Background: an optimization exercise with open tools, aiming at small area, a short achievable clock period and few clock cycles per item. Do not read the settings as production practice.
Function was checked by simulation only, so behaviour that the tests miss may differ from the original.
Power and IR drop assume default switching activity.

== main ==
// muldiv_controller
module muldiv_controller
#(
   parameter int XLEN = muldiv_controller_pkg::XLEN_DEF
) (
   input  logic            CLK,
   input  logic            RESET,
   input  logic            START,
   input  logic [2:0]      FUNCT3,
   input  logic [XLEN-1:0] OPERAND_A,
   input  logic [XLEN-1:0] OPERAND_B,
   input  logic            FLUSH,
   output logic            BUSY,
   output logic            DONE,
   output logic [XLEN-1:0] RESULT
);
Size in the first run: about 110 I/O pins, about 14000 um2 of cells after synthesis.
Settings: LEC_CHECK=0, CAP_MARGIN=20, CORE_MARGIN=2, CORE_UTILIZATION=30, SLEW_MARGIN=20, TNS_END_PERCENT=0; clock period 11.0 ns.
standard.sh (not shown) runs the stock make flow with config.mk's settings and CLKGATE_MAP_FILE= SYNTH_SCRIPT=/design/flow/synth_recipe.tcl, a recipe that flattens the netlist after the stock synthesis.
==> flow/flow/run.sh <==
#!/bin/bash
set -euo pipefail
MARGIN=$(cat flow/margin.txt)
bash standard.sh finish SETUP_SLACK_MARGIN=$MARGIN > flow_make.log 2>&1
==> flow/flow/margin.txt <==
8
Testbench counts of main, summed over its fixed seeds: cycles 41,404, ops 4,800.
Setup changes, main to the feature branch
Settings: an added ABC_AREA of 1; a change of CORE_UTILIZATION from 30 to 50; an added CTS_BUF_LIST of sky130_fd_sc_hd__clkbuf_4 sky130_fd_sc_hd__clkbuf_8.
==> flow/flow/run.sh <==
#!/bin/bash
# Standard ORFS layout (the standard.sh), with two changes to how it is made:
#  - timing repair aims for MARGIN ns of setup slack at the design's clock period
#    (the SDC is unchanged), repairing only the worst path (TNS_END_PERCENT in config.mk);
#  - the port buffers that buffer_ports puts on every input and output are buf_1 cells.
# make's full output goes to flow_make.log in this folder.
set -euo pipefail
MARGIN=$(cat flow/margin.txt)
export BUFFER_PORTS_ARGS="-buffer_cell sky130_fd_sc_hd__buf_1"
bash standard.sh finish SETUP_SLACK_MARGIN=$MARGIN > flow_make.log 2>&1
Results
- In summary, main completed successfully, with a layout that passed the timing, design-rule and antenna checks.
- The feature branch: full flow OK, the timing, design-rule and antenna checks passed
- Higher met2 wire length was reported by main, not the feature branch.
- Re largest buffer count on any clock path: no difference whatsoever between main and the feature branch.
- Diff main -> the feature branch | number of buffers and inverters on the critical path | increase of 1
- main reports its class of the most critical setup path as reg -> out while the feature branch reports reg -> reg.
- The feature branch: share of the cycle needed by the critical path after routing 4.8 points below main
- The feature branch ends up with a data arrival time at the worst-slack endpoint that is 1.94 ns higher than in main.

---

muldiv_controller again, from the RTL that the note above started with.
clock: 11.0 ns
lec_check: 0
abc_area: 1
cap_margin: 20
core_margin: 2
core_utilization: 50
place_density: 0.7
slew_margin: 20
tns_end_percent: 0
==> flow/flow/run.sh <==
#!/bin/bash
# Standard ORFS layout (the standard.sh), with two changes to how it is made:
#  - timing repair aims for MARGIN ns of setup slack at the design's clock period
#    (the SDC is unchanged), repairing only the worst path (TNS_END_PERCENT in config.mk);
#  - the port buffers that buffer_ports puts on every input and output are buf_1 cells.
# make's full output goes to flow_make.log in this folder.
set -euo pipefail
MARGIN=$(cat flow/margin.txt)
export BUFFER_PORTS_ARGS="-buffer_cell sky130_fd_sc_hd__buf_1"
bash standard.sh finish SETUP_SLACK_MARGIN=$MARGIN > flow_make.log 2>&1
Scripts as last shown in full above: flow/flow/margin.txt
The first run completed without violations.
Testbench counts at the start, summed over its fixed seeds: cycles 41,404, ops 4,800.
Edit:
--- a/flow/config.mk
+++ b/flow/config.mk
@@ -8 +7,0 @@
-export ABC_AREA = 1
@@ -11,2 +10 @@
-export CORE_UTILIZATION = 50
-export PLACE_DENSITY = 0.7
+export CORE_UTILIZATION = 30
The changed run finished with timing, DRC and antenna clean.
Clock skew hardly moves.
Global-route usage falls by 19 points.
Wire length falls by 0.99%.
Utilization falls by 24 points.
Power rises by 11%.
Edit:
--- a/flow/config.mk
+++ b/flow/config.mk
@@ -10 +10 @@
-export CORE_UTILIZATION = 30
+export CORE_UTILIZATION = 50
Effect:
- The new run ran to the end with no violations
- global-route usage came out higher by 14 points
- die area is lower by well over a third
- setup slack loses 0.076 ns
- cell area drops by a few percent
Edit:
--- a/flow/config.mk
+++ b/flow/config.mk
@@ -7,0 +8 @@
+export ABC_AREA = 1
@@ -10 +11 @@
-export CORE_UTILIZATION = 50
+export CORE_UTILIZATION = 30
Outcome: The new run finished with timing, DRC and antenna clean; cell area increases by about 10%; worst setup slack gains 0.57 ns; register-to-register slack gains 0.58 ns; first-iteration DRC count increases by about 5%; die area increases by about 65%.

-- afterwards: timing with drivers on the ports --
Ports are ideal in the flow. The routed layouts listed here were re-timed in OpenROAD. Step 1: set_driving_cell puts a clkbuf_16 on CLK and a buf_2 on each other input, an assumption about the parent block. Step 2 moves the port delays by t, midway between the first and last clock arrival at a register: inputs arrive t later, outputs are due t later. That takes back most of the time a late clock gives input paths. a / b / c = no drivers / after step 1 / after step 2; a / b = the first two.
run	t, ns	setup slack, ns	pins driven straight from the clock port
main	0.511	6.331 / 6.277 / 6.406	1
the feature branch	0.571	6.858 / 6.858 / 6.858	1
the first run of note 2	0.512	6.826 / 6.826 / 6.826	1
the second run of note 2	0.528	6.450 / 6.450 / 6.450	1
the third run of note 2	0.514	6.374 / 6.374 / 6.374	1
the fourth run of note 2	0.520	6.943 / 6.889 / 6.953	1
After both steps every run listed still meets setup and hold.
